Background: an optimization exercise with open tools, aiming at small area. Do not read the settings as production practice. RTL that was checked went through simulation tests only; none was proved equivalent to the original. For runs 1 and 2, only the layout was checked, not whether the RTL still works. Power figures rest on the tool's default switching activity, not on a simulated workload.

[flow/design.v]
module mips_multicycle_core #(
  parameter int                    ADDR_WIDTH = 32,
  parameter logic [ADDR_WIDTH-1:0] RESET_PC   = '0,
  parameter int                    NUM_REGS   = 32
) (
  input  logic                  clk,
  input  logic                  rst,
  output logic                  mem_req,
  output logic                  mem_we,
  output logic [ADDR_WIDTH-1:0] mem_addr,
  output logic [31:0]           mem_wdata,
  input  logic [31:0]           mem_rdata,
  input  logic                  mem_ready,
  output logic                  halted
);
  localparam int NR = 31;    
  typedef enum logic [2:0] {
    S_CLR,
    S_FETCH,
    S_READ,
    S_WRITE,
    S_ADDR,
    S_MEM,
    S_BEQ1,
    S_HALT
  } state_t;
  state_t           r_state;
  logic [29:0]      r_pc;        
  logic [4:0]       r_p;         
  logic             r_clr1;      
  logic [31:0]      r_x;
  logic [31:0]      r_y;
  logic [28:0]      r_ir;        
  logic             r_gs;        
  logic             r_gt;        
  logic [NR*32-1:0] r_ring;
  logic        w_op5, w_op3, w_op2;
  logic        w_lw, w_sw, w_addi, w_beq, w_r, w_need_t;
  logic [4:0]  w_rs, w_rt, w_rd;
  logic [5:0]  w_fn;
  logic [31:0] w_sext;
  assign w_op5    = r_ir[28];
  assign w_op3    = r_ir[27];
  assign w_op2    = r_ir[26];
  assign w_lw     = w_op5 & ~w_op3;
  assign w_sw     = w_op5 &  w_op3;
  assign w_addi   = ~w_op5 & w_op3;
  assign w_beq    = w_op2;
  assign w_r      = ~w_op5 & ~w_op3 & ~w_op2;
  assign w_need_t = ~(w_op5 ^ w_op3);         
  assign w_rs     = r_ir[25:21];
  assign w_rt     = r_ir[20:16];
  assign w_rd     = w_r ? r_ir[15:11] : r_ir[20:16];
  assign w_fn     = r_ir[5:0];
  assign w_sext   = {{16{r_ir[15]}}, r_ir[15:0]};
  logic [5:0] f_op, f_fn;
  logic       f_legal, f_j;
  assign f_op = mem_rdata[31:26];
  assign f_fn = mem_rdata[5:0];
  assign f_j  = (f_op == 6'h02);
  always_comb begin
    case (f_op)
      6'h00:   f_legal = (f_fn == 6'h20) || (f_fn == 6'h22) || (f_fn == 6'h24) ||
                         (f_fn == 6'h25) || (f_fn == 6'h2A);
      6'h02, 6'h04, 6'h08, 6'h23, 6'h2B: f_legal = 1'b1;
      default: f_legal = 1'b0;
    endcase
  end
  logic [31:0] w_head, w_hz, w_head_in, w_alu;
  logic        w_at_rd, w_wlast, w_wr, w_fetch, w_clr;
  assign w_head    = r_ring[31:0];
  assign w_hz      = w_head;
  assign w_clr     = (r_state == S_CLR);
  assign w_at_rd   = (r_p == w_rd);
  assign w_wr      = ((r_state == S_WRITE) && w_at_rd) || (w_clr && r_clr1);
  assign w_wlast   = (r_state == S_WRITE) && (w_at_rd || (w_rd == 5'd0));
  assign w_fetch   = (r_state == S_FETCH) || w_wlast;
  assign w_head_in = w_wr ? w_alu : w_hz;
  logic        w_use_imm, w_sub, w_lt, w_bzero;
  logic [31:0] w_b, w_sum;
  logic        f_sub_fn, f_slt_fn, f_and_fn, f_or_fn;
  assign f_slt_fn = w_fn[3];
  assign f_and_fn = ~w_fn[3] & w_fn[2] & ~w_fn[0];
  assign f_or_fn  = ~w_fn[3] & w_fn[2] &  w_fn[0];
  assign f_sub_fn = ~w_fn[2] & w_fn[1];
  assign w_bzero   = (r_state == S_MEM) || w_clr || (w_lw && (r_state == S_WRITE));
  assign w_use_imm = w_addi | w_op5 | (r_state == S_ADDR);
  assign w_sub     = ~w_use_imm & ~w_bzero & (w_beq | (w_r & (f_sub_fn | f_slt_fn)));
  always_comb begin
    if (w_bzero)
      w_b = 32'd0;
    else if (!w_use_imm)
      w_b = r_y ^ {32{w_sub}};
    else if (w_beq)
      w_b = {w_sext[29:0], 2'b00};
    else
      w_b = w_sext;
  end
  assign w_sum = r_x + w_b + {31'd0, w_sub};
  assign w_lt  = (r_x[31] ^ r_y[31]) ? r_x[31] : w_sum[31];
  always_comb begin
    if (w_r && f_slt_fn && !w_clr)
      w_alu = {31'd0, w_lt};
    else if (w_r && f_and_fn && !w_clr)
      w_alu = r_x & r_y;
    else if (w_r && f_or_fn && !w_clr)
      w_alu = r_x | r_y;
    else
      w_alu = w_sum;
  end
  logic [29:0] w_pc_inc;
  logic [30:0] w_ic;
  assign w_ic[0] = 1'b1;
  for (genvar i = 0; i < 30; i++) begin : g_inc
    assign w_pc_inc[i] = r_pc[i] ^ w_ic[i];
    assign w_ic[i+1]   = r_pc[i] & w_ic[i];
  end
  logic w_hit_s, w_hit_t, w_done_s, w_done_t;
  assign w_hit_s  = (r_p == w_rs);
  assign w_hit_t  = (r_p == w_rt) && w_need_t;
  assign w_done_s = r_gs || w_hit_s || (w_rs == 5'd0);
  assign w_done_t = r_gt || w_hit_t || (w_rt == 5'd0) || !w_need_t;
  always_ff @(posedge clk) begin
    r_ring <= {w_head_in, r_ring[NR*32-1:32]};
  end
  always_ff @(posedge clk or posedge rst) begin
    if (rst) begin
      r_state <= S_CLR;
      r_pc    <= RESET_PC[31:2];
      r_p     <= 5'd1;
      r_clr1  <= 1'b0;
    end else begin
      r_p <= (r_p == 5'd31) ? 5'd1 : r_p + 5'd1;
      r_clr1 <= 1'b1;
      if (w_fetch) begin
        if (!mem_ready) begin
          r_state <= S_FETCH;
        end else if (!f_legal) begin
          r_state <= S_HALT;
        end else if (f_j) begin
          r_pc    <= {w_pc_inc[29:26], mem_rdata[25:0]};
          r_state <= S_FETCH;
        end else begin
          r_pc    <= w_pc_inc;
          r_state <= S_READ;
        end
      end else begin
        case (r_state)
          S_CLR: if (r_clr1 && r_p == 5'd1) r_state <= S_FETCH;
          S_READ: begin
            if (w_done_s && w_done_t) begin
              if (w_op5 || w_beq)
                r_state <= w_beq ? S_BEQ1 : S_ADDR;
              else
                r_state <= S_WRITE;
            end
          end
          S_WRITE: ;
          S_ADDR: begin
            r_pc <= w_sum[31:2];
            if (w_beq)
              r_state <= S_FETCH;
            else
              r_state <= (w_sum[1:0] != 2'b00) ? S_HALT : S_MEM;
          end
          S_MEM: begin
            if (mem_ready) begin
              r_pc    <= w_sum[31:2];
              r_state <= w_lw ? S_WRITE : S_FETCH;
            end
          end
          S_BEQ1: begin
            r_state <= (w_sum == 32'd0) ? S_ADDR : S_FETCH;
          end
          default: r_state <= S_HALT;
        endcase
      end
    end
  end
  always_ff @(posedge clk) begin
    if (w_fetch || w_clr) begin
      r_x  <= 32'd0;
      r_y  <= 32'd0;
      r_gs <= 1'b0;
      r_gt <= 1'b0;
      r_ir <= {mem_rdata[31], mem_rdata[29], mem_rdata[28], mem_rdata[25:0]};
    end else begin
      case (r_state)
        S_READ: begin
          if (w_hit_s) begin
            r_x  <= w_hz;
            r_gs <= 1'b1;
          end
          if (w_hit_t) begin
            r_y  <= w_hz;
            r_gt <= 1'b1;
          end
        end
        S_ADDR, S_BEQ1: r_x <= {r_pc, 2'b00};
        S_MEM: if (mem_ready) r_x <= mem_rdata;
        default: ;
      endcase
    end
  end
  assign mem_req   = w_fetch || (r_state == S_MEM);
  assign mem_we    = (r_state == S_MEM) && w_sw;
  assign mem_addr  = {r_pc, 2'b00};
  assign mem_wdata = r_y;
  assign halted    = (r_state == S_HALT);
endmodule
[flow/constraint.sdc]
create_clock -name core_clock -period 10.0 [get_ports {clk}]
set_input_delay 2.0000 -clock core_clock [delete_from_list [all_inputs] [get_ports {clk}]]
set_output_delay 2.0000 -clock core_clock [all_outputs]
set_load 0.01 [all_outputs]
[flow/standard.sh]
#!/bin/bash
# synth_recipe.tcl (not shown) runs the flow's synth.tcl, then flattens the netlist and writes it again
# the make line also repeats each setting of config.mk as NAME=value (left out here)
make -C /OpenROAD-flow-scripts/flow DESIGN_CONFIG=/design/flow/config.mk WORK_HOME=/design/flow/orfs CLKGATE_MAP_FILE= SYNTH_SCRIPT=/design/flow/synth_recipe.tcl "${@:-finish}"
[flow/config.mk]
export PLATFORM = sky130hd
export DESIGN_NAME = mips_multicycle_core
export DESIGN_NICKNAME = mips_multicycle_core
export VERILOG_FILES = /design/flow/design.v
export SDC_FILE = /design/flow/constraint.sdc
export NUM_CORES = 4
export LEC_CHECK = 0
export CAP_MARGIN = 20
export CORE_MARGIN = 2
export CORE_UTILIZATION = 60
export SLEW_MARGIN = 20
[flow/flow/run.sh]
#!/bin/bash
# Own flow: the standard layout (standard.sh) with smaller port buffers and
# no CTS dummy loads. Each tool's output is logged in this folder.
set -e
export BUFFER_PORTS_ARGS="-buffer_cell sky130_fd_sc_hd__buf_1"
export CTS_ARGS="-sink_clustering_enable -repair_clock_nets -dont_use_dummy_load -buf_list sky130_fd_sc_hd__clkbuf_16 -sink_clustering_size 25 -sink_clustering_max_diameter 80"
cp standard.sh standard_copy.txt
cp config.mk config_copy.txt
bash standard.sh > standard.log 2>&1
==> out/metrics.yaml, run 1 <==
status: "no timing/DRC/antenna violations"
synth.avg_cell_area_um2: 13.0
design_area_mm2: 0.0333
dpl-instance-area_mm2: 0.0319
register_area_mm2: 0.0230
synth_area_leaders: "dfxtp_1, dfrtp_1, edfxtp_1"
final_max_slew_viol_count: 0
reg2reg_slack_ps: 3530
p_per_area_mw_per_mm2: 289
ys_types: 84
drt-pass1-iter-count: 6
holdCritStartpoint: "r_ring[95]"
dieArea_mm2: 0.0533
max_stage_delay_ps: 430
tns_ps: 0
crit_arrival_ps: 6930
cts_resized: 0
start_kind: "flip-flop"
setup_ws_ps: 3530
ys_warn_count: 1
sw_frac_of_total_pct: 31.5
switchingPower_mw: 3.02
seqPwrFrac_pct: 51.7
max_freq_ghz: 0.155
synth_edf_count: 29
synthesis.area_mm2: 0.0309
fin_nets: 2547
clockBufferDepth: 3
numPortBuffers: 99
fillers: 3719
diodes: 0
vias: 17000
p_int_mw: 6.58
multi_input_area_mm2: 0.00740
place_congestion: 0.889
grt_pass1_wl_um: 101000
cts_htree_levels: 2
globalRouteOverflowTotal: 0
drive_gt1_share_pct: 5.20
crit_fanout: 5
final_util_pct: 65.1
cp_common_cell: "ha_1"
yosys.area.top_type: "dfxtp_1"
grt_usage_pct: 24.6
setup_viol: 0
die_height_um: 231
cts_sinks: 1126
cts_hold_buf: 0
start_util_pct: 60.5
peakVddDrop_uv: 181
synth-seq-cells: 1126
clock-root-buffer: "clkbuf_16"
synth_common_cells: "dfxtp_1, nand2_1, nor2_1"
avgRoutedWirePerCell_um: 20.8
antenna_found_initial: 1
worst_pin_slew_ps: 1070
slew_headroom_pct: 28.7
async_flop_share_pct: 3.46
pwr-share-comb_pct: 25.0
core.rowCount: 83
wl_um: 65100
antenna_left: 0
synth_cells: 2369
crit-reg2reg-launch: "r_pc[0]"
hp-class: "reg2reg"
min_period_over_period_pct: 64.7
hold_violations: 0
numCtsBuffers: 54
clkPwrFrac_pct: 23.2
whs_ps: 293
area_growth_pct: 7.65
period_needed_ps: 6470
drt-initial-drc-count: 1283
p_leak_nw: 13.2
skew_ps: 57.8
worstSkewPairLatency_ps: 630
cp_slowest_cell: "dfrtp_1"
rsz0062_at_grt: "false"
worstSetupPathType: "reg2reg"
dp_slack_ps: 3580
avgViaCountPerCell: 5.46
synth-main-ff-cell: "dfxtp_1"
core_mm2: 0.0511
grt_max_degree: 96
dp_hpwl_um: 42300
clk_pin_slew_worst_paths_ps: 90
end_kind: "flip-flop"
drcViolationCount: 0
startpoint: "r_pc[0]"
ys_seq_area_share_pct: 74.5
num_io_pins: 102
synth.most_common_cell: "dfxtp_1"
drv_cap: 0
synth.top_cell.area_share_pct: 68.6
grt_pass1_vias: 16800
fp.dieW_um: 231
postCtsSetupRepairBufs: 0
crit_required_ps: 10460
cts_tree: "built"
## cell usage in the layout (no fill, tap or decap), types with 8 or more instances in the layout
cell,synthesis,layout
and3_1,9,9
dfrtp_1,38,37
nand2_1,173,172
a22o_1,30,30
o21a_1,8,8
a21o_1,14,13
a21oi_1,83,81
a22oi_1,20,20
nand3_1,21,21
ha_1,66,66
inv_1,23,22
xor2_1,29,29
or3_1,8,8
o211ai_1,14,14
a311oi_1,9,9
mux2i_1,56,56
nand2b_1,9,9
o21ai_0,107,107
xnor2_1,37,37
nor2_1,150,150
o31ai_1,11,11
buf_4,6,20
nor2b_1,14,14
nor3_1,17,17
clkbuf_16,0,54
a31oi_1,42,42
mux2_2,21,21
a211oi_1,50,50
dfxtp_1,1058,1058
buf_1,4,99
edfxtp_1,29,29
## worst max-delay path, delay by kind of cell, from the launching register on
family / cells / cell delay (ps)
fa+ha+maj: 28 / 5350
flops: 1 / 430
simple gates: 1 / 360
compound gates: 2 / 200
## per-layer routing
| metal | share of wire (%) | GRT usage [%] | vias up | wire length [um] |
|---|---|---|---|---|
| met4 | 2.0 | 5.91 | 0 | 1280 |
| li1 | - | - | 8194 | - |
| met5 | 0 | 0 | - | 0 |
| met1 | 46 | 34.8 | 8269 | 29600 |
| met2 | 46 | 39.0 | 484 | 29700 |
| met3 | 6.9 | 5.26 | 89 | 4500 |
## final timing paths
kind                              end  cells after the start
max                          r_pc[29]                     31
min                        r_ring[63]                      0
max reg2reg                  r_pc[29]                     31
min reg2reg                r_ring[63]                      0
max in group asynchronous  r_state[2]                      2
min in group asynchronous     r_pc[7]                      2
## area by class of cell
cell class	count	share of cell area, %
repair buffers	120	1.60
flip-flops and latches	1126	69.3
clock buffers	54	4.06
inverters	25	0.286
multi-input cells	1117	22.2
well taps	680	2.56
## registers in the layout (all words and copies together), names as in the netlist
register and count:
r_y 32, r_ir 29, r_pc 30, r_x 32, r_gt 1, r_state 3
r_clr1 1, r_ring 992, r_gs 1, r_p 5
## stage by stage
stage / power [mW] / cells
after floorplan: 6.66 / 2370
after global placement: 7.41 / 3068
after detailed placement: 7.44 / 3068
after CTS: 9.64 / 3122
after global routing: 10.1 / 3122
final: 9.60 / 3122
## power by group through the flow
stage | combinational, mW | sequential [mW] | clock (mW)
2_1_floorplan | 1.65 | 5.00 | 0
3_3_place_gp | 2.37 | 5.04 | 0
3_5_place_dp | 2.38 | 5.06 | 0
4_1_cts | 2.40 | 4.96 | 2.28
5_1_grt | 2.64 | 4.99 | 2.43
6_report | 2.40 | 4.96 | 2.23
## cells by family (layout without fill, tap and decap cells)
kind of cell             after synthesis  in the layout  synth area share, %
other                                  2              3               0.0243
buffers and inverters                127            199                 1.69
flip-flops                          1126           1126                 74.5
XOR/XNOR                              66             66                 1.87
AO/OA/AOI/OAI                        441            441                 9.55
AND/OR/NAND/NOR                      455            455                 6.71
adder cells (fa/ha/maj)               75             75                 3.03
multiplexers                          77             77                 2.58
==> run 2, diff against run 1 <==
==> flow/flow/run.sh (replaced) <==
#!/bin/bash
# Own flow: the standard layout (standard.sh) with smaller port buffers and
# no CTS dummy loads. Each tool's output is logged in this folder.
set -e
export BUFFER_PORTS_ARGS="-buffer_cell sky130_fd_sc_hd__buf_1"
export CTS_ARGS="-sink_clustering_enable -repair_clock_nets -dont_use_dummy_load -buf_list sky130_fd_sc_hd__clkbuf_8 -sink_clustering_size 16 -sink_clustering_max_diameter 60"
cp standard.sh standard_copy.txt
cp config.mk config_copy.txt
bash standard.sh > standard.log 2>&1
==> run 2 against run 1 <==
Compared with the run above:
- die area stayed put
- global-route usage is 0.68 points lower
- clock skew is 55 ps higher
==> out/metrics.yaml, run 2 <==
clock-root-buffer: "clkbuf_8"
worstSetupPathType: "reg2reg"
start_util_pct: 60.5  # unchanged
final_max_slew_viol_count: 0  # unchanged
synthesis.area_mm2: 0.0309  # unchanged
top_regs: "r_ring (992), r_x (32), r_y (32)"
antenna_found_initial: 1  # unchanged
numPortBuffers: 99  # unchanged
postCtsSetupRepairBufs: 0  # unchanged
min_period_over_period_pct: 64.7  # about the same
period_needed_ps: 6470  # -0.180 ps
status: "no timing/DRC/antenna violations"
tns_ps: 0  # unchanged
area_growth_pct: 7.13
cts_htree_levels: 3  # +1
ys_types: 84  # unchanged
synth_edf_count: 29  # unchanged
peakVddDrop_uv: 194  # +7.1%
hp-class: "reg2reg"
numCtsBuffers: 85  # +57%
globalRouteOverflowTotal: 0  # unchanged
cp_common_cell: "ha_1"
drt-initial-drc-count: 1175  # -8.4%
dp.cells: 3068  # unchanged
skew_ps: 113  # +54.9 ps
place_congestion: 0.889  # unchanged
synth_common_cells: "dfxtp_1, nand2_1, nor2_1"
wl_um: 63200  # -2.9%
avgViaCountPerCell: 5.38  # -1.4%
drcViolationCount: 0  # unchanged
synth_area_leaders: "dfxtp_1, dfrtp_1, edfxtp_1"
ys_seq_area_share_pct: 74.5  # unchanged
design_area_mm2: 0.0331  # -0.48%
worst_pin_slew_ps: 1070  # +1.69 ps
core_mm2: 0.0511  # unchanged
synth-main-ff-cell: "dfxtp_1"
cts_resized: 0  # unchanged
final_cell_mix: "dfxtp_1, nand2_1, nor2_1"
drive_gt1_share_pct: 6.43  # +1.2 points
synth.top_cell.area_share_pct: 68.6  # unchanged
start_kind: "flip-flop"
synth.most_common_cell: "dfxtp_1"
ys_warn_count: 1  # unchanged
drv_cap: 0  # unchanged
worstSkewPairLatency_ps: 700  # +70 ps
slew_headroom_pct: 28.6  # -0.11 points
clockBufferDepth: 3  # unchanged
grt_pass1_wl_um: 97900  # -3.0%
finalNonFillerCells: 3155  # +1.1%
grt_usage_pct: 24.0  # -0.68 points
yosys.area.top_type: "dfxtp_1"
p_per_area_mw_per_mm2: 283  # -1.8%
fillers: 3794  # +2.0%
crit_required_ps: 10530  # +70 ps
p_leak_nw: 13.2  # -0.35%
dieArea_mm2: 0.0533  # unchanged
num_io_pins: 102  # unchanged
die_height_um: 231  # unchanged
dp_hpwl_um: 42300  # unchanged
fin_nets: 2579  # +1.3%
core.rowCount: 83  # unchanged
fp.dieW_um: 231  # unchanged
drt-pass1-iter-count: 6  # unchanged
avgRoutedWirePerCell_um: 20.0  # -3.9%
synth-seq-cells: 1126  # unchanged
async_flop_share_pct: 3.46  # unchanged
synth_cells: 2369  # unchanged
setup_viol: 0  # unchanged
crit_fanout: 5  # unchanged
max_freq_ghz: 0.155  # about the same
final_common_cell: "dfxtp_1"
largest-register: "r_ring"
hold_violations: 0  # unchanged
cp_slowest_cell: "dfrtp_1"
max_stage_delay_ps: 430  # about the same
cts_tree: "built"
grt_pass1_vias: 16900  # +0.42%
clk_pin_slew_worst_paths_ps: 100  # about the same
synth.avg_cell_area_um2: 13.0  # unchanged
crit_arrival_ps: 7010  # +80 ps
largest_reg_flops: 992  # unchanged
grt_max_degree: 96  # unchanged
final_util_pct: 64.8  # -0.31 points
end_kind: "flip-flop"
cts_hold_buf: 0  # unchanged
cts_sinks: 1126  # unchanged
dpl-instance-area_mm2: 0.0319  # unchanged
vias: 17000  # -0.35%
antenna_left: 0  # unchanged
rsz0062_at_grt: "false"
-- run 2: logic make-up (layout without fill, tap and decap cells) --
kind of cell               after synthesis  after routing  synth area share (%)
DFF                                   1126           1126                  74.5
and+or+nand+nor                        455            455                  6.71
AOI/OAI and AO/OA                      441            441                  9.55
buffers and inverters                  127            231                  1.69
muxes                                   77             77                  2.58
adders and majority gates               75             75                  3.03
xor gates and xnor gates                66             66                  1.87
other                                    2              4                0.0243
-- run 2: worst paths after layout --
kind / from / to / slack [ps] / cells after the start
setup reg to reg: r_pc[0] / r_pc[29] / 3530 / 31
hold reg to reg: r_ring[117] / r_ring[85] / 280 / 0
setup / recovery: r_pc[0] / r_pc[29] / 3530 / 31
hold / removal: r_ring[117] / r_ring[85] / 280 / 0
min in group asynchronous: rst / r_pc[4] / 1450 / 2
max in group asynchronous: rst / r_state[2] / 7870 / 2
-- run 2: per-layer routing --
| layer | wire [um] | global-route usage, % | part of all wire (%) | vias to the layer above |
|---|---|---|---|---|
| li1 | - | - | - | 8244 |
| met1 | 29000 | 33.4 | 46 | 8164 |
| met2 | 28000 | 36.9 | 44 | 473 |
| met3 | 4840 | 5.89 | 7.7 | 96 |
| met4 | 1340 | 7.72 | 2.1 | 0 |
| met5 | 0 | 0 | 0 | - |
-- run 2: layout make-up --
| class | count | area (um2) | area share, % |
|---|---|---|---|
| sequential | 1126 | 23000 | 69.6 |
| multi-input combinational | 1117 | 7390 | 22.3 |
| clock buffer | 85 | 1170 | 3.53 |
| tap | 680 | 851 | 2.57 |
| timing repair buffer | 121 | 561 | 1.69 |
| inverter | 25 | 95.1 | 0.287 |
| antenna | 1 | 2.50 | 0.00756 |
-- run 2: where the power goes --
| group | switching (mW) | internal, mW | leakage, nW |
|---|---|---|---|
| clock network | 1.26 | 0.761 | 0.611 |
| logic | 1.54 | 0.862 | 3.35 |
| registers | 0.202 | 4.76 | 9.23 |
-- run 2: worst max-delay path, delay by kind of cell (launching register included) --
family	cells	cell delay, ps
flops	1	430
compound gates	2	210
fa+ha+maj	28	5330
simple gates	1	360
-- run 2: metrics by stage --
stage | power (mW) | hold slack [ps] | setup slack, ps
CTS | 9.43 | 268 | 3540
finish | 9.38 | 280 | 3530
floorplan | 6.66 | 310 | 4070
detailed placement | 7.44 | 312 | 3580
global placement | 7.41 | 310 | 3570
global route | 9.86 | 275 | 3240
==> run 3, diff against run 2 <==
--- a/flow/design.v
+++ b/flow/design.v
@@ -29,3 +29,2 @@
   logic [4:0]       r_p;         
-  logic             r_clr1;      
   logic [31:0]      r_x;
@@ -74,3 +73,3 @@
   assign w_at_rd   = (r_p == w_rd);
-  assign w_wr      = ((r_state == S_WRITE) && w_at_rd) || (w_clr && r_clr1);
+  assign w_wr      = ((r_state == S_WRITE) && w_at_rd) || w_clr;
   assign w_wlast   = (r_state == S_WRITE) && (w_at_rd || (w_rd == 5'd0));
@@ -128,8 +127,5 @@
       r_state <= S_CLR;
-      r_pc    <= RESET_PC[31:2];
-      r_p     <= 5'd1;
-      r_clr1  <= 1'b0;
+      r_p     <= 5'd0;
     end else begin
       r_p <= (r_p == 5'd31) ? 5'd1 : r_p + 5'd1;
-      r_clr1 <= 1'b1;
       if (w_fetch) begin
@@ -140,6 +136,4 @@
         end else if (f_j) begin
-          r_pc    <= {w_pc_inc[29:26], mem_rdata[25:0]};
           r_state <= S_FETCH;
         end else begin
-          r_pc    <= w_pc_inc;
           r_state <= S_READ;
@@ -148,3 +142,3 @@
         case (r_state)
-          S_CLR: if (r_clr1 && r_p == 5'd1) r_state <= S_FETCH;
+          S_CLR: if (r_p == 5'd31) r_state <= S_FETCH;
           S_READ: begin
@@ -159,3 +153,2 @@
           S_ADDR: begin
-            r_pc <= w_sum[31:2];
             if (w_beq)
@@ -167,3 +160,2 @@
             if (mem_ready) begin
-              r_pc    <= w_sum[31:2];
               r_state <= w_lw ? S_WRITE : S_FETCH;
@@ -177,2 +169,10 @@
       end
+    end
+  end
+  always_ff @(posedge clk) begin
+    if (w_fetch) begin
+      if (mem_ready && f_legal)
+        r_pc <= f_j ? {w_pc_inc[29:26], mem_rdata[25:0]} : w_pc_inc;
+    end else if (w_clr || (r_state == S_ADDR) || ((r_state == S_MEM) && mem_ready)) begin
+      r_pc <= w_sum[31:2];
     end
==> flow/flow/run.sh (replaced) <==
#!/bin/bash
# Own flow: the standard layout (standard.sh: ORFS synthesis to final
# layout) with two changes, both in how the layout is built:
#  - ports are buffered with sky130_fd_sc_hd__buf_1 instead of the default
#    buffer cell (every input and output still gets its own buffer);
#  - clock tree synthesis uses clkbuf_8 with sink clusters of up to 16
#    flip-flops within 60 um, and no dummy loads.
# The tools' full output goes to standard.log in this folder.
set -e
export BUFFER_PORTS_ARGS="-buffer_cell sky130_fd_sc_hd__buf_1"
export CTS_ARGS="-sink_clustering_enable -repair_clock_nets -dont_use_dummy_load -buf_list sky130_fd_sc_hd__clkbuf_8 -sink_clustering_size 16 -sink_clustering_max_diameter 60"
bash standard.sh > standard.log 2>&1
==> run 3 against run 2 <==
Compared with the run above:
- still clean
- non-clock buffer count shrank 6
- global-route usage shrank 1.0 points
- wire length fell by 7.9%
- worst setup slack better by 250 ps
- total power down 6.7%
- utilization is 0.60 points higher
- hold slack better by 15 ps
- flip-flop and latch count down 1
- sequential power is essentially flat
- area after synthesis decreased by 2.9%
- synthesized cell count decreased by 5.5%
==> out/metrics.yaml, run 3 <==
grt_usage_pct: 22.9  # -1.0 points
ys_seq_area_share_pct: 77.2  # +2.6 points
synth-main-ff-cell: "dfxtp_1"
p_per_area_mw_per_mm2: 272  # -3.9%
pwr-share-comb_pct: 20.4  # -5.2 points
top_regs: "r_ring (992), r_x (32), r_y (32)"
max_freq_ghz: 0.161  # +4.0%
synth.avg_cell_area_um2: 13.4  # +2.8%
diodes: 0  # -1
crit_arrival_ps: 6580  # -430 ps
min_period_over_period_pct: 62.2  # -2.5 points
rsz0062_at_grt: "false"
status: "no timing/DRC/antenna violations"
antenna_left: 0  # unchanged
cts_hold_buf: 0  # unchanged
largest_reg_flops: 992  # unchanged
slew_headroom_pct: 32.0  # +3.5 points
switchingPower_mw: 2.55  # -15%
start_kind: "flip-flop"
synth.top_cell.area_share_pct: 70.6  # +2.0 points
period_needed_ps: 6220  # -247 ps
synthMuxAreaShare_pct: 1.61  # -0.97 points
grt_pass1_vias: 15500  # -8.1%
seqPwrFrac_pct: 57.0  # +4.1 points
grt_max_degree: 65  # -32%
numPortBuffers: 99  # unchanged
peakVddDrop_uv: 192  # -1.2%
start_util_pct: 61.0  # +0.58 points
largest-register: "r_ring"
cts_tree: "built"
clock-root-buffer: "clkbuf_8"
die_height_um: 228  # -1.4%
clockBufferDepth: 3  # unchanged
worstSkewPairLatency_ps: 710  # about the same
final_util_pct: 65.4  # +0.60 points
grt_pass1_wl_um: 89100  # -9.0%
synth-xor-area-share_pct: 2.36  # +0.49 points
worst_pin_slew_ps: 1020  # -48.8 ps
synth_area_leaders: "dfxtp_1, edfxtp_1, ha_1"
crit_required_ps: 10360  # -170 ps
dp_hpwl_um: 38800  # -8.3%
drt-pass1-iter-count: 7  # +1
synth_cells: 2238  # -5.5%
drcViolationCount: 0  # unchanged
yosys.area_share.simple_pct: 5.59  # -1.1 points
synth_edf_count: 59  # +100%
final_max_slew_viol_count: 0  # unchanged
ys_warn_count: 1  # unchanged
globalRouteOverflowTotal: 0  # unchanged
wl_um: 58200  # -7.9%
postCtsSetupRepairBufs: 0  # unchanged
final_cell_mix: "dfxtp_1, nand2_1, a21oi_1"
fin_nets: 2451  # -5.0%
synthesis.area_mm2: 0.0300  # -2.9%
core.rowCount: 81  # -2.4%
setup_viol: 0  # unchanged
yosys.area.top_type: "dfxtp_1"
numCtsBuffers: 83  # -2.4%
num_io_pins: 102  # unchanged
vias: 15900  # -6.4%
tns_ps: 0  # unchanged
synth-seq-cells: 1125  # -0.089%
crit_fanout: 4  # -1
cp_slowest_cell: "edfxtp_1"
cp_common_cell: "ha_1"
drv_cap: 0  # unchanged
dpl-instance-area_mm2: 0.0310  # -2.8%
cts_htree_levels: 3  # unchanged
yosys.area_share.adder_pct: 3.51  # +0.48 points
antenna_found_initial: 4  # +3
place_congestion: 0.867  # -2.5%
p_int_mw: 6.20  # -2.8%
area_growth_pct: 7.09  # about the same
hp-class: "reg2reg"
final_common_cell: "dfxtp_1"
clkPwrFrac_pct: 22.6  # +1.1 points
design_area_mm2: 0.0321  # -2.9%
cts_resized: 0  # unchanged
synth_common_cells: "dfxtp_1, nand2_1, a21oi_1, nor2_1, o21ai_0"
dieArea_mm2: 0.0518  # -2.8%
async_flop_share_pct: 0.711  # -2.8 points
end_kind: "flip-flop"
drt-initial-drc-count: 1025  # -13%
hold_violations: 0  # unchanged
p_leak_nw: 12.5  # -5.3%
clk_pin_slew_worst_paths_ps: 90  # about the same
synth.most_common_cell: "dfxtp_1"
worstSetupPathType: "reg2reg"
ys_types: 73  # -13%
avgRoutedWirePerCell_um: 19.3  # -3.5%
fillers: 3604  # -5.0%
fp.dieW_um: 228  # -1.4%
max_stage_delay_ps: 450  # +20 ps
skew_ps: 99.8  # -13.0 ps
synth_compound_area_share_pct: 8.37  # -1.2 points
core_mm2: 0.0492  # -3.8%
sw_frac_of_total_pct: 29.1  # -2.9 points
avgViaCountPerCell: 5.28  # -1.9%
drive_gt1_share_pct: 5.92  # -0.50 points
synth_top_family_by_area: "compound AO/OA/AOI/OAI gates"
cts_sinks: 1125  # -0.089%
[run 3: cell types whose count changed after synthesis, moves of 13 or more]
cell      previous run  this run
nor2_1             150       129
o21ai_0            107        72
a31oi_1             42        17
edfxtp_1            29        59
nand2_1            173       187
maj3_1               7        20
o21ai_1              4        28
dfrtp_1             38         8
a22o_1              30         0
mux2i_1             56        28
a21oi_1             83       129
[run 3: final cells by class]
cell class,count,area [um2],area share (%)
repair buffers,115,492,1.53
clock buffers,83,1140,3.56
inverters,14,52.6,0.164
multi-input cells,1010,6460,20.1
well taps,664,831,2.59
flip-flops and latches,1125,23200,72.1
[run 3: cell families (layout without fill, tap and decap cells)]
kind of cell | count (synthesis) | in the layout
buffers and inverters | 104 | 212
flip-flops | 1125 | 1125
adder cells (fa/ha/maj) | 87 | 87
AND/OR/NAND/NOR | 391 | 391
multiplexers | 46 | 46
XOR/XNOR | 80 | 80
other | 1 | 2
AO/OA/AOI/OAI | 404 | 404
[run 3: final timing paths]
path | cells after the start | slack, ps | end | startpoint
hold / removal | 0 | 290 | r_ring[218] | r_ring[250]
max in group asynchronous | 2 | 8460 | r_state[2] | rst
setup reg to reg | 30 | 3780 | r_pc[29] | r_pc[0]
min in group asynchronous | 2 | 1260 | r_p[4] | rst
setup / recovery | 30 | 3780 | r_pc[29] | r_pc[0]
hold reg to reg | 0 | 290 | r_ring[218] | r_ring[250]
[run 3: worst max-delay path, delay by kind of cell (launching register included)]
family	cells	cell delay, ps
adder cells (fa/ha/maj)	28	5270
flip-flops	1	450
XOR/XNOR	1	130
AO/OA/AOI/OAI	1	80
[run 3: metrics by stage]
stage	std cells	setup slack (ps)	hold slack (ps)	total power, mW
5_1_grt	3011	3400	313	9.19
2_1_floorplan	2239	4230	310	6.27
4_1_cts	3011	3740	294	8.81
3_3_place_gp	2928	3840	310	6.84
6_report	3011	3780	295	8.75
3_5_place_dp	2928	3810	312	6.85
[run 3: metal layers]
metal  wire (um)  GRT usage [%]  vias to the layer above  part of all wire [%]
met4        1480           7.82                        0                   2.5
li1            -              -                     7698                     -
met5           0              0                        -                     0
met3        4290           5.55                      105                   7.4
met1       27600           33.2                     7634                    47
met2       24800           33.9                      456                    43
[run 3: power by group through the flow]
stage / logic [mW] / registers, mW / clock network (mW)
after floorplan: 1.23 / 5.04 / 0
after global placement: 1.76 / 5.08 / 0
after detailed placement: 1.76 / 5.09 / 0
after CTS: 1.77 / 4.99 / 2.06
after global routing: 1.98 / 5.02 / 2.19
final: 1.78 / 4.99 / 1.98
==> run 4, diff against run 3 <==
==> flow/flow/run.sh (replaced) <==
#!/bin/bash
# Own flow: the standard layout (standard.sh: ORFS synthesis to final
# layout) with two changes, both in how the layout is built:
#  - ports are buffered with sky130_fd_sc_hd__buf_1 instead of the default
#    buffer cell (every input and output still gets its own buffer);
#  - clock tree synthesis uses clkbuf_8 with sink clusters of up to 20
#    flip-flops within 60 um, and no dummy loads.
# The tools' full output goes to standard.log in this folder.
set -e
export BUFFER_PORTS_ARGS="-buffer_cell sky130_fd_sc_hd__buf_1"
export CTS_ARGS="-sink_clustering_enable -repair_clock_nets -dont_use_dummy_load -buf_list sky130_fd_sc_hd__clkbuf_8 -sink_clustering_size 20 -sink_clustering_max_diameter 60"
bash standard.sh > standard.log 2>&1
--- a/flow/config.mk
+++ b/flow/config.mk
@@ -9,3 +9,3 @@
 export CORE_MARGIN = 2
-export CORE_UTILIZATION = 60
+export CORE_UTILIZATION = 65
 export SLEW_MARGIN = 20
==> run 4 against run 3 <==
Compared with the run above:
- final area is 0.70% lower
- highest routed layer is now met5
- maximum frequency is 0.25% higher
- global-route usage increased by 3.6 points
- non-clock buffer count grew 1
- synthesized cell count did not move
==> out/metrics.yaml, run 4 <==
drive_gt1_share_pct: 5.48  # -0.45 points
p_int_mw: 6.11  # -1.4%
tns_ps: 0  # unchanged
core_mm2: 0.0455  # -7.5%
path_delay_family: "adder cells"
peakVddDrop_uv: 198  # +3.0%
globalRouteOverflowTotal: 0  # unchanged
place_congestion: 0.909  # +4.9%
cts_resized: 0  # unchanged
drt-met1-wl_um: 27900  # +1.2%
cts_hold_buf: 0  # unchanged
core.rowCount: 78  # -3.7%
cts_sinks: 1125  # unchanged
final_util_pct: 70.2  # +4.8 points
dr_wl_met2_um: 28100  # +13%
ys_types: 73  # unchanged
max_freq_ghz: 0.161  # +0.25%
worstSkewPairLatency_ps: 690  # -20 ps
cp_common_cell: "ha_1"
clk_pin_slew_worst_paths_ps: 120  # +30 ps
startpoint: "r_pc[0]"
crit_required_ps: 10330  # -30 ps
vias: 16200  # +2.0%
hold_depth: 0  # unchanged
dp_hpwl_um: 42400  # +9.2%
crit_fanout: 4  # unchanged
synth.avg_cell_area_um2: 13.4  # unchanged
min_period_over_period_pct: 62.1  # -0.15 points
avgViaCountPerCell: 5.52  # +4.5%
clkPwrFrac_pct: 21.6  # -1.0 points
fin_nets: 2441  # -0.41%
pwr-share-comb_pct: 20.8  # +0.4 points
synth_common_cells: "dfxtp_1, nand2_1, a21oi_1, nor2_1, o21ai_0"
worstSetupPathType: "reg2reg"
synth.most_common_cell: "dfxtp_1"
avgRoutedWirePerCell_um: 21.2  # +9.8%
synth_edf_count: 59  # unchanged
synth_area_leaders: "dfxtp_1, edfxtp_1, ha_1"
start_util_pct: 66.0  # +4.9 points
num_io_pins: 102  # unchanged
fp.dieW_um: 219  # -3.9%
skew_ps: 84.6  # -15.1 ps
cts_htree_levels: 3  # unchanged
cp_slowest_cell: "edfxtp_1"
synth_cells: 2238  # unchanged
finalNonFillerCells: 2940  # -2.4%
r2r-end: "r_pc[28]"
drv_cap: 0  # unchanged
whs_endpoint: "r_ring[130]"
synth-seq-cells: 1125  # unchanged
largest_reg_flops: 992  # unchanged
p_leak_nw: 12.4  # -0.60%
dieArea_mm2: 0.0479  # -7.6%
multi_input_area_mm2: 0.00645  # -0.14%
rsz0062_at_grt: "false"
end_kind: "flip-flop"
drt-pass1-iter-count: 6  # -1
period_needed_ps: 6210  # -15.5 ps
hold_violations: 0  # unchanged
start_kind: "flip-flop"
p_per_area_mw_per_mm2: 272  # -0.13%
area_growth_pct: 6.34
crit-reg2reg-launch: "r_pc[0]"
slew_headroom_pct: 23.7  # -8.4 points
wl_um: 62300  # +7.2%
crit_arrival_ps: 6530  # -50 ps
grt_pass1_vias: 16200  # +4.5%
synthesis.area_mm2: 0.0300  # unchanged
drt-initial-drc-count: 1533  # +50%
path_buf_inv: 0  # unchanged
dr_wl_met3_um: 4480  # +4.6%
synth.top_cell.area_share_pct: 70.6  # unchanged
antenna_left: 0  # unchanged
synth-main-ff-cell: "dfxtp_1"
switchingPower_mw: 2.56  # +0.65%
final_common_cell: "dfxtp_1"
grt_max_degree: 65  # unchanged
top_regs: "r_ring (992), r_x (32), r_y (32)"
holdCritStartpoint: "r_ring[162]"
postCtsSetupRepairBufs: 0  # unchanged
largest-register: "r_ring"
drcViolationCount: 0  # unchanged
final_cell_mix: "dfxtp_1, nand2_1, a21oi_1"
final_max_slew_viol_count: 0  # unchanged
sw_frac_of_total_pct: 29.5  # +0.43 points
ys_warn_count: 1  # unchanged
grt_usage_pct: 26.6  # +3.6 points
max_stage_delay_ps: 470  # +20 ps
reg2reg_slack_ps: 3790  # +20 ps
whs_ps: 250  # -44.7 ps
worst_r2r_path_depth: 30  # unchanged
die_height_um: 219  # -3.9%
fillers: 2962  # -18%
clock-root-buffer: "clkbuf_8"
status: "no timing/DRC/antenna violations"
cts_tree: "built"
yosys.area.top_type: "dfxtp_1"
highest_layer: "met5"
numPortBuffers: 99  # unchanged
seqPwrFrac_pct: 57.6  # +0.6 points
hp-class: "reg2reg"
ys_seq_area_share_pct: 77.2  # unchanged
register_area_mm2: 0.0232  # unchanged
clockBufferDepth: 3  # unchanged
antenna_found_initial: 2  # -2
worst_pin_slew_ps: 1140  # +124 ps
async_flop_share_pct: 0.711  # unchanged
grt_pass1_wl_um: 94900  # +6.5%
dp.cells: 2865  # -2.2%
setup_viol: 0  # unchanged
numCtsBuffers: 72  # -13%
==> run 4: cell types whose count changed in the layout (fill, tap and decap cells not counted) <==
cell      previous run  this run
a21o_2               0         1
a21o_4               1         0
buf_4               16        17
clkbuf_8            83        72
diode_2              0         3
nor2b_1              6         7
nor2b_2              1         0
==> run 4: worst max-delay path by stage <==
stage / to / slack, ps / cells after the start
after floorplan: r_pc[29] / 4230 / 30
after global placement: r_pc[28] / 3910 / 30
after detailed placement: r_pc[28] / 3900 / 30
after CTS: r_pc[28] / 3810 / 30
after global routing: r_pc[29] / 3490 / 30
final: r_pc[28] / 3790 / 30
==> run 4: final cells by class <==
class	instances	share of cell area, %
flip-flops and latches	1125	72.6
well taps	600	2.35
inverters	14	0.165
diodes	3	0.0235
repair buffers	116	1.56
multi-input cells	1010	20.2
clock buffers	72	3.11
==> run 4: metal layers <==
layer / vias up / track usage [%]
met3: 127 / 5.78
li1: 7708 / -
met2: 558 / 41.0
met5: - / 0
met4: 2 / 9.39
met1: 7820 / 37.4
==> run 4: logic make-up after synthesis <==
kind of cell             after synthesis  share of synthesized area [%]
flip-flops                          1125                           77.2
other                                  1                         0.0125
AND/OR/NAND/NOR                      391                           5.59
adder cells (fa/ha/maj)               87                           3.51
XOR/XNOR                              80                           2.36
buffers and inverters                104                           1.39
multiplexers                          46                           1.61
AO/OA/AOI/OAI                        404                           8.37
==> run 4: metrics by stage <==
step                worst slack [ps]  power, mW  instance area (um2)
floorplan                       4230       6.27                30000
global placement                3910       6.82                30900
detailed placement              3900       6.86                30900
CTS                             3810       8.69                31900
global route                    3490       9.06                31900
finish                          3790       8.68                31900
==> run 4: power groups by stage <==
stage               Sequential (mW)  Clock, mW  Combinational, mW
floorplan                      5.04          0               1.23
finish                         5.00       1.88               1.80
global placement               5.07          0               1.74
detailed placement             5.09          0               1.77
global route                   5.02       2.06               1.98
CTS                            5.00       1.92               1.77
==> run 4: worst reg2reg max path, delay by kind of cell (launching register included) <==
family                     cells  cell delay (ps)
adders and majority gates     28             5280
and+or+nand+nor                1               50
AOI/OAI and AO/OA              1               80
DFF                            1              470
==> run 5, diff against run 4 <==
--- a/flow/design.v
+++ b/flow/design.v
@@ -31,3 +31,4 @@
   logic [31:0]      r_y;
-  logic [28:0]      r_ir;        
+  logic [29:0]      r_ir;        
+  logic             r_first;     
   logic             r_gs;        
@@ -36,3 +37,3 @@
   logic        w_op5, w_op3, w_op2;
-  logic        w_lw, w_sw, w_addi, w_beq, w_r, w_need_t;
+  logic        w_op1, w_lw, w_sw, w_addi, w_beq, w_r, w_j, w_need_t;
   logic [4:0]  w_rs, w_rt, w_rd;
@@ -40,5 +41,6 @@
   logic [31:0] w_sext;
-  assign w_op5    = r_ir[28];
-  assign w_op3    = r_ir[27];
-  assign w_op2    = r_ir[26];
+  assign w_op5    = r_ir[29];
+  assign w_op3    = r_ir[28];
+  assign w_op2    = r_ir[27];
+  assign w_op1    = r_ir[26];
   assign w_lw     = w_op5 & ~w_op3;
@@ -47,3 +49,4 @@
   assign w_beq    = w_op2;
-  assign w_r      = ~w_op5 & ~w_op3 & ~w_op2;
+  assign w_r      = ~w_op5 & ~w_op3 & ~w_op2 & ~w_op1;
+  assign w_j      = ~w_op5 & ~w_op3 & ~w_op2 &  w_op1;
   assign w_need_t = ~(w_op5 ^ w_op3);         
@@ -55,6 +58,5 @@
   logic [5:0] f_op, f_fn;
-  logic       f_legal, f_j;
+  logic       f_legal;
   assign f_op = mem_rdata[31:26];
   assign f_fn = mem_rdata[5:0];
-  assign f_j  = (f_op == 6'h02);
   always_comb begin
@@ -77,3 +79,3 @@
   assign w_head_in = w_wr ? w_alu : w_hz;
-  logic        w_use_imm, w_sub, w_lt, w_bzero;
+  logic        w_use_imm, w_sub, w_lt, w_bzero, w_inc;
   logic [31:0] w_b, w_sum;
@@ -85,4 +87,5 @@
   assign w_bzero   = (r_state == S_MEM) || w_clr || (w_lw && (r_state == S_WRITE));
+  assign w_inc     = (r_state == S_READ) && r_first;    
   assign w_use_imm = w_addi | w_op5 | (r_state == S_ADDR);
-  assign w_sub     = ~w_use_imm & ~w_bzero & (w_beq | (w_r & (f_sub_fn | f_slt_fn)));
+  assign w_sub     = ~w_use_imm & ~w_bzero & ~w_inc & (w_beq | (w_r & (f_sub_fn | f_slt_fn)));
   always_comb begin
@@ -90,2 +93,4 @@
       w_b = 32'd0;
+    else if (w_inc)
+      w_b = 32'd4;
     else if (!w_use_imm)
@@ -109,9 +114,2 @@
   end
-  logic [29:0] w_pc_inc;
-  logic [30:0] w_ic;
-  assign w_ic[0] = 1'b1;
-  for (genvar i = 0; i < 30; i++) begin : g_inc
-    assign w_pc_inc[i] = r_pc[i] ^ w_ic[i];
-    assign w_ic[i+1]   = r_pc[i] & w_ic[i];
-  end
   logic w_hit_s, w_hit_t, w_done_s, w_done_t;
@@ -135,4 +133,2 @@
           r_state <= S_HALT;
-        end else if (f_j) begin
-          r_state <= S_FETCH;
         end else begin
@@ -144,3 +140,5 @@
           S_READ: begin
-            if (w_done_s && w_done_t) begin
+            if (w_j)
+              r_state <= S_FETCH;
+            else if (w_done_s && w_done_t) begin
               if (w_op5 || w_beq)
@@ -172,7 +170,5 @@
   always_ff @(posedge clk) begin
-    if (w_fetch) begin
-      if (mem_ready && f_legal)
-        r_pc <= f_j ? {w_pc_inc[29:26], mem_rdata[25:0]} : w_pc_inc;
-    end else if (w_clr || (r_state == S_ADDR) || ((r_state == S_MEM) && mem_ready)) begin
-      r_pc <= w_sum[31:2];
+    if (w_clr || w_inc || (r_state == S_ADDR) || ((r_state == S_MEM) && mem_ready)) begin
+      r_pc[29:26] <= w_sum[31:28];
+      r_pc[25:0]  <= (w_inc && w_j) ? r_ir[25:0] : w_sum[27:2];
     end
@@ -181,7 +177,8 @@
     if (w_fetch || w_clr) begin
-      r_x  <= 32'd0;
-      r_y  <= 32'd0;
-      r_gs <= 1'b0;
-      r_gt <= 1'b0;
-      r_ir <= {mem_rdata[31], mem_rdata[29], mem_rdata[28], mem_rdata[25:0]};
+      r_x     <= w_clr ? 32'd0 : {r_pc, 2'b00};
+      r_y     <= 32'd0;
+      r_gs    <= 1'b0;
+      r_gt    <= 1'b0;
+      r_first <= 1'b1;
+      r_ir    <= {mem_rdata[31], mem_rdata[29:27], mem_rdata[25:0]};
     end else begin
@@ -189,2 +186,3 @@
         S_READ: begin
+          r_first <= 1'b0;
           if (w_hit_s) begin
@@ -192,2 +190,4 @@
             r_gs <= 1'b1;
+          end else if (r_first && (w_rs == 5'd0)) begin
+            r_x  <= 32'd0;
           end
==> flow/flow/run.sh (replaced) <==
#!/bin/bash
# Own flow: the standard layout (standard.sh: ORFS synthesis to final
# layout) with two changes, both in how the layout is built:
#  - ports are buffered with sky130_fd_sc_hd__buf_1 instead of the default
#    buffer cell (every input and output still gets its own buffer);
#  - clock tree synthesis uses clkbuf_8 with sink clusters of up to 18
#    flip-flops within 60 um, and no dummy loads.
# The tools' full output goes to standard.log in this folder.
set -e
export BUFFER_PORTS_ARGS="-buffer_cell sky130_fd_sc_hd__buf_1"
export CTS_ARGS="-sink_clustering_enable -repair_clock_nets -dont_use_dummy_load -buf_list sky130_fd_sc_hd__clkbuf_8 -sink_clustering_size 18 -sink_clustering_max_diameter 60"
bash standard.sh > standard.log 2>&1
==> run 5 against run 4 <==
Compared with the run above:
- still clean
- clock skew shrank 7.9 ps
- final area shrank 0.25%
- register-to-register slack lost 580 ps
- utilization grew 0.13 points
- wire length shrank 5.9%
- clock power is essentially flat
- critical path depth shrank 8
- first-iteration DRC count shrank 20%
- die area shrank 0.77%
- sequential share of layout area grew 1.3 points
- critical endpoint is now r_state[2]
- largest cell class unchanged
- highest routed layer is now met4
==> out/metrics.yaml, run 5 <==
final_common_cell: "dfxtp_1"
whs_ps: 292  # +41.7 ps
final_cell_mix: "dfxtp_1, nor2_1, a21oi_1"
slew_headroom_pct: 30.4  # +6.7 points
fp.dieW_um: 218  # -0.38%
wl_um: 58700  # -5.9%
grt_pass1_vias: 15500  # -4.2%
grt_usage_pct: 25.2  # -1.3 points
clock-root-buffer: "clkbuf_8"
largest_reg_flops: 992  # unchanged
dpl-instance-area_mm2: 0.0307  # -0.52%
ys_warn_count: 1  # unchanged
avgViaCountPerCell: 5.42  # -1.8%
drt-pass1-iter-count: 5  # -1
synth_edf_count: 92  # +56%
synth.most_common_cell: "dfxtp_1"
start_kind: "flip-flop"
cp_slowest_cell: "nor3b_2"
antenna_left: 0  # unchanged
status: "no timing/DRC/antenna violations"
synth_compound_area_share_pct: 6.93  # -1.4 points
area_growth_pct: 6.92
grt_pass1_wl_um: 90700  # -4.4%
drive_gt1_share_pct: 6.35  # +0.87 points
grt_max_degree: 80  # +23%
p_per_area_mw_per_mm2: 366  # +34%
cts_hold_buf: 0  # unchanged
synthMuxAreaShare_pct: 2.16  # +0.55 points
globalRouteOverflowTotal: 0  # unchanged
synth_area_leaders: "dfxtp_1, edfxtp_1, a21oi_1"
cts_tree: "built"
worstSetupPathType: "reg2reg"
start_util_pct: 65.7  # -0.24 points
design_area_mm2: 0.0318  # -0.25%
drv_cap: 0  # unchanged
antenna_found_initial: 2  # unchanged
core_mm2: 0.0453  # -0.43%
synth_common_cells: "dfxtp_1, nor2_1, a21oi_1"
num_io_pins: 102  # unchanged
rsz0062_at_grt: "false"
path_cells: "inv_1, ha_1, nor3b_2, o21ai_0, nand2b_1, buf_4, nor2b_2, buf_4, and2_1, fa_1, inv_1, fa_1, nand2b_1, a21oi_1, a21o_1, nor2_1, o211a_1, a21oi_1, xnor2_1, or4b_1, or4_1, a21oi_1"
worst_pin_slew_ps: 1040  # -99.2 ps
drcViolationCount: 0  # unchanged
hp-class: "reg2reg"
path_delay_family: "simple AND/OR/NAND/NOR gates"
cp_common_cell: "a21oi_1"
fin_nets: 2330  # -4.5%
peakVddDrop_uv: 219  # +11%
worst_r2r_path_depth: 22  # -27%
whs_endpoint: "r_ring[873]"
crit_arrival_ps: 7400  # +870 ps
yosys.area.top_type: "dfxtp_1"
path_buf_inv: 4  # +4
min_period_over_period_pct: 67.9  # +5.8 points
reg2reg_slack_ps: 3210  # -580 ps
max_freq_ghz: 0.147  # -8.6%
ys_types: 82  # +12%
dieArea_mm2: 0.0475  # -0.77%
crit-reg2reg-launch: "r_ir[29]"
worstSkewPairLatency_ps: 690  # about the same
numCtsBuffers: 76  # +5.6%
crit_fanout: 18  # +14
end_kind: "flip-flop"
yosys.area_share.simple_pct: 5.85  # +0.26 points
final_max_slew_viol_count: 0  # unchanged
synth-main-ff-cell: "dfxtp_1"
setup_viol: 0  # unchanged
synthesis.area_mm2: 0.0298  # -0.78%
finalNonFillerCells: 2853  # -3.0%
power.total_mw: 11.6  # +34%
synth_top_family_by_area: "compound AO/OA/AOI/OAI gates"
async_flop_share_pct: 0.710  # -0.0013 points
tns_ps: 0  # unchanged
dp.cells: 2776  # -3.1%
diodes: 0  # -3
fillers: 2944  # -0.61%
hold_depth: 0  # unchanged
max_stage_delay_ps: 740  # +270 ps
top_regs: "r_ring (992), r_x (32), r_y (32)"
synth-seq-cells: 1127  # +0.18%
ys_seq_area_share_pct: 79.0  # +1.9 points
drt-initial-drc-count: 1229  # -20%
postCtsSetupRepairBufs: 0  # unchanged
r2r-end: "r_state[2]"
dp_hpwl_um: 39100  # -7.8%
avgRoutedWirePerCell_um: 20.6  # -3.0%
die_height_um: 218  # -0.38%
synth.avg_cell_area_um2: 13.9  # +4.0%
hold_violations: 0  # unchanged
cts_sinks: 1127  # +0.18%
core.rowCount: 78  # unchanged
cts_resized: 0  # unchanged
clk_pin_slew_worst_paths_ps: 100  # -20 ps
largest-register: "r_ring"
crit_required_ps: 10610  # +280 ps
place_congestion: 0.868  # -4.5%
synth-xor-area-share_pct: 2.06  # -0.30 points
period_needed_ps: 6790  # +584 ps
vias: 15500  # -4.7%
yosys.area_share.adder_pct: 2.37  # -1.1 points
synth_cells: 2135  # -4.6%
holdCritStartpoint: "r_ring[905]"
cts_htree_levels: 3  # unchanged
clockBufferDepth: 3  # unchanged
numPortBuffers: 99  # unchanged
skew_ps: 76.7  # -7.89 ps
synth.top_cell.area_share_pct: 69.1  # -1.5 points
p_leak_nw: 12.6  # +1.3%
## run 5: cell type report
| class | count | area (um2) | share of cell area (%) |
|---|---|---|---|
| tap | 600 | 751 | 2.36 |
| multi-input combinational | 904 | 5870 | 18.4 |
| clock buffer | 76 | 1050 | 3.29 |
| inverter | 27 | 101 | 0.318 |
| timing repair buffer | 119 | 542 | 1.70 |
| sequential | 1127 | 23500 | 73.9 |
## run 5: cells by family after synthesis
kind of cell | after synthesis
flip-flops | 1127
AND/OR/NAND/NOR | 372
AO/OA/AOI/OAI | 338
buffers and inverters | 105
XOR/XNOR | 70
multiplexers | 63
adder cells (fa/ha/maj) | 59
other | 1
## run 5: through the flow
stage	util [%]	setup slack, ps
floorplan	-	4050
global placement	67.9	3530
detailed placement	67.9	3380
CTS	70.2	3330
global route	70.3	2820
finish	70.3	3210
## run 5: worst reg2reg max path, stage by stage, from the launching register on
cell	delay [ps]
edfxtp_1	490
inv_1	120
ha_1	170
nor3b_2	740
o21ai_0	210
nand2b_1	120
buf_4	330
nor2b_2	250
buf_4	330
and2_1	200
fa_1	190
inv_1	60
fa_1	430
nand2b_1	190
a21oi_1	340
a21o_1	250
nor2_1	110
o211a_1	320
a21oi_1	480
xnor2_1	220
or4b_1	480
or4_1	550
a21oi_1	160
## run 5: worst max-delay path by stage
| stage | from | to | slack (ps) | cells past startpoint |
|---|---|---|---|---|
| 2_1_floorplan | r_ir[29] | r_state[2] | 4050 | 24 |
| 3_3_place_gp | r_ir[29] | r_state[2] | 3530 | 22 |
| 3_5_place_dp | r_ir[29] | r_state[2] | 3380 | 22 |
| 4_1_cts | r_ir[29] | r_state[2] | 3330 | 22 |
| 5_1_grt | r_ir[29] | r_state[2] | 2820 | 22 |
| 6_report | r_ir[29] | r_state[2] | 3210 | 22 |
## run 5: metal layers
layer	part of all wire (%)	wire length [um]	GRT usage [%]
met1	45	26600	35.9
met2	46	26800	39.1
met3	6.8	3960	5.51
met4	2.3	1330	7.62
met5	0	0	0
## run 5: power by group
part	leakage, nW	switching, mW	total, mW	internal [mW]
Sequential	9.29	0.497	6.50	6.00
Combinational	2.75	2.11	3.22	1.11
Clock	0.546	1.23	1.91	0.686
==> run 6, diff against run 5 <==
==> flow/flow/run.sh (replaced) <==
#!/bin/bash
# Own flow: the standard layout (standard.sh: ORFS synthesis to final
# layout) with two changes, both in how the layout is built:
#  - ports are buffered with sky130_fd_sc_hd__buf_1 instead of the default
#    buffer cell (every input and output still gets its own buffer);
#  - clock tree synthesis uses clkbuf_8 with sink clusters of up to 16
#    flip-flops within 60 um, and no dummy loads.
# The tools' full output goes to standard.log in this folder.
set -e
export BUFFER_PORTS_ARGS="-buffer_cell sky130_fd_sc_hd__buf_1"
export CTS_ARGS="-sink_clustering_enable -repair_clock_nets -dont_use_dummy_load -buf_list sky130_fd_sc_hd__clkbuf_8 -sink_clustering_size 16 -sink_clustering_max_diameter 60"
bash standard.sh > standard.log 2>&1
--- a/flow/config.mk
+++ b/flow/config.mk
@@ -9,3 +9,3 @@
 export CORE_MARGIN = 2
-export CORE_UTILIZATION = 65
+export CORE_UTILIZATION = 60
 export SLEW_MARGIN = 20
==> run 6 against run 5 <==
Compared with the run above:
- highest routed layer unchanged
- first-iteration DRC count fell by 16%
- largest cell class unchanged
- total power increased by 1.1%
- critical path type unchanged
- final cell count increased by 2.6%
- largest power group unchanged
- clock power rose by 4%
==> out/metrics.yaml, run 6 <==
status: "no timing/DRC/antenna violations"
grt_usage_pct: 22.9  # -2.3 points
peakVddDrop_uv: 235  # +7.5%
grt_max_degree: 80  # unchanged
fp.dieW_um: 227  # +4.0%
worst_r2r_path_depth: 23  # +4.5%
grt_pass1_vias: 15100  # -2.7%
cts_tree: "built"
skew_ps: 81.7  # +4.94 ps
cp_slowest_cell: "nor3b_2"
crit-reg2reg-launch: "r_ir[29]"
core.rowCount: 81  # +3.8%
numCtsBuffers: 84  # +11%
setup_viol: 0  # unchanged
largest-register: "r_ring"
final_cell_mix: "dfxtp_1, nor2_1, a21oi_1"
path_buf_inv: 3  # -1
synth-seq-cells: 1127  # unchanged
period_needed_ps: 6940  # +152 ps
crit_arrival_ps: 7510  # +110 ps
top_regs: "r_ring (992), r_x (32), r_y (32)"
synth-main-ff-cell: "dfxtp_1"
final_max_slew_viol_count: 0  # unchanged
yosys.area.top_type: "dfxtp_1"
hp-class: "reg2reg"
synth.avg_cell_area_um2: 13.9  # unchanged
drt-pass1-iter-count: 5  # unchanged
max_stage_delay_ps: 730  # about the same
worst_pin_slew_ps: 1060  # +11.7 ps
p_per_area_mw_per_mm2: 368  # +0.56%
power.total_mw: 11.8  # +1.1%
area_growth_pct: 7.52
drive_gt1_share_pct: 6.72  # +0.37 points
async_flop_share_pct: 0.710  # unchanged
cts_resized: 0  # unchanged
crit_fanout: 18  # unchanged
synth_cells: 2135  # unchanged
cp_common_cell: "a21oi_1"
reg2reg_slack_ps: 3060  # -150 ps
slew_headroom_pct: 29.6  # -0.78 points
clk_pin_slew_worst_paths_ps: 100  # about the same
p_leak_nw: 12.6  # +0.45%
worstSetupPathType: "reg2reg"
crit_required_ps: 10570  # -40 ps
rsz0062_at_grt: "false"
ys_seq_area_share_pct: 79.0  # unchanged
startpoint: "r_ir[29]"
fillers: 3507  # +19%
finalNonFillerCells: 2928  # +2.6%
postCtsSetupRepairBufs: 0  # unchanged
tns_ps: 0  # unchanged
worstSkewPairLatency_ps: 690  # about the same
cp.depth: 23  # +4.5%
r2r-end: "r_state[2]"
die_height_um: 227  # +4.0%
place_congestion: 0.864  # -0.51%
max_freq_ghz: 0.144  # -2.2%
clock-root-buffer: "clkbuf_8"
antenna_left: 0  # unchanged
drt-initial-drc-count: 1030  # -16%
dp_hpwl_um: 37800  # -3.3%
vias: 15200  # -1.3%
final_common_cell: "dfxtp_1"
min_period_over_period_pct: 69.4  # +1.5 points
ys_types: 82  # unchanged
globalRouteOverflowTotal: 0  # unchanged
path_delay_family: "simple AND/OR/NAND/NOR gates"
synth.most_common_cell: "dfxtp_1"
crit_end: "r_state[2]"
end_kind: "flip-flop"
antenna_found_initial: 1  # -1
avgRoutedWirePerCell_um: 19.7  # -4.0%
wl_um: 57800  # -1.4%
core_mm2: 0.0490  # +8.1%
dp.cells: 2842  # +2.4%
grt_pass1_wl_um: 88600  # -2.3%
clockBufferDepth: 3  # unchanged
synth_common_cells: "dfxtp_1, nor2_1, a21oi_1"
synthesis.area_mm2: 0.0298  # unchanged
largest_reg_flops: 992  # unchanged
start_util_pct: 60.8  # -4.9 points
synth.top_cell.area_share_pct: 69.1  # unchanged
drcViolationCount: 0  # unchanged
numPortBuffers: 99  # unchanged
dieArea_mm2: 0.0514  # +8.2%
cts_hold_buf: 0  # unchanged
num_io_pins: 102  # unchanged
cts_sinks: 1127  # unchanged
drv_cap: 0  # unchanged
synth_area_leaders: "dfxtp_1, edfxtp_1, a21oi_1"
hold_violations: 0  # unchanged
synth_edf_count: 92  # unchanged
final_util_pct: 65.4  # -4.9 points
cts_htree_levels: 3  # unchanged
avgViaCountPerCell: 5.21  # -3.9%
start_kind: "flip-flop"
path_cells: "inv_1, ha_1, nor3b_2, o21ai_0, nand2b_1, buf_4, nor2b_2, buf_4, xnor2_1, nor2_1, a21oi_1, a31o_2, a221oi_1, ha_1, a221oi_2, a211oi_2, nor4b_2, a21oi_1, xnor2_1, or3b_1, or4_1, or4_1, a21oi_1"
fin_nets: 2339  # +0.39%
ys_warn_count: 1  # unchanged
[run 6: cell counts after synthesis]
Identical to the previous run, type by type.
[run 6: metal layers]
metal / track usage, % / wire (um)
met5: 0 / 0
met4: 6.88 / 1210
met3: 4.77 / 3030
met2: 35.4 / 25700
met1: 32.7 / 27900
[run 6: per-stage QoR]
stage               cell area (um2)  setup WS (ps)  hold slack (ps)
detailed placement            30800           3140              312
CTS                           32000           3050              229
global placement              30800           3310              310
finish                        32000           3060              238
global route                  32000           2630              235
floorplan                     29800           4050              310
[run 6: worst min-delay path by stage]
stage / slack (ps) / startpoint / cells after the start / end
after floorplan: 310 / r_ring[32] / 0 / r_ring[0]
after global placement: 310 / r_ring[929] / 0 / r_ring[897]
after detailed placement: 310 / r_ring[186] / 0 / r_ring[154]
after CTS: 230 / r_ring[964] / 0 / r_ring[932]
after global routing: 230 / r_ring[964] / 0 / r_ring[932]
final: 240 / r_ring[964] / 0 / r_ring[932]
[run 6: worst register-to-register path: cells and delay by family, from the launching register on]
kind            cells  cell delay (ps)
fa+ha+maj           2              440
buf+inv             3              760
flops               1              510
simple gates        8             3090
xor+xnor            2              470
compound gates      8             1600
[run 6: kinds of logic (layout without fill, tap and decap cells)]
group / count (synthesis) / after routing / synth area share, %
other: 1 / 4 / 0.0126
AO/OA/AOI/OAI: 338 / 338 / 6.93
adder cells (fa/ha/maj): 59 / 59 / 2.37
flip-flops: 1127 / 1127 / 79.0
XOR/XNOR: 70 / 70 / 2.06
multiplexers: 63 / 63 / 2.16
AND/OR/NAND/NOR: 372 / 372 / 5.85
buffers and inverters: 105 / 231 / 1.60
[run 6: layout make-up]
class	instances	area [um2]	share of cell area (%)
antenna	2	5.00	0.0156
clock buffer	84	1160	3.61
inverter	27	101	0.317
multi-input combinational	904	5860	18.3
sequential	1127	23500	73.5
tap	664	831	2.60
timing repair buffer	120	533	1.67
[run 6: power breakdown]
group	internal, mW	total [mW]	switching [mW]
logic	1.11	3.30	2.19
registers	6.00	6.47	0.467
clock network	0.753	1.99	1.24

-- afterwards: timing with drivers on the ports --
The flow's constraints put no driver on any port. The routed layouts listed below were extracted and timed again, unchanged, in two steps.
Step 1: set_driving_cell puts a clkbuf_16 on clk and a buf_2 on each other input, an assumption about the parent block.
Step 2 moves the port delays by t, midway between the first and last clock arrival at a register: inputs arrive t later, outputs are due t later. That takes back most of the time a late clock gives input paths.
Slacks: no drivers / after step 1 / after step 2; pairs: no drivers / after step 1.
run	t, ns	setup slack, ns	cell pins on the clock port's net
run 1	0.655	3.528 / 3.528 / 3.528	1
run 2	0.698	3.528 / 3.528 / 3.528	1
run 3	0.713	3.776 / 3.776 / 3.776	1
run 4	0.702	3.791 / 3.791 / 3.791	1
run 5	0.703	3.207 / 3.207 / 3.207	1
run 6	0.714	3.055 / 3.055 / 3.055	1
After both steps every run listed still meets setup and hold.
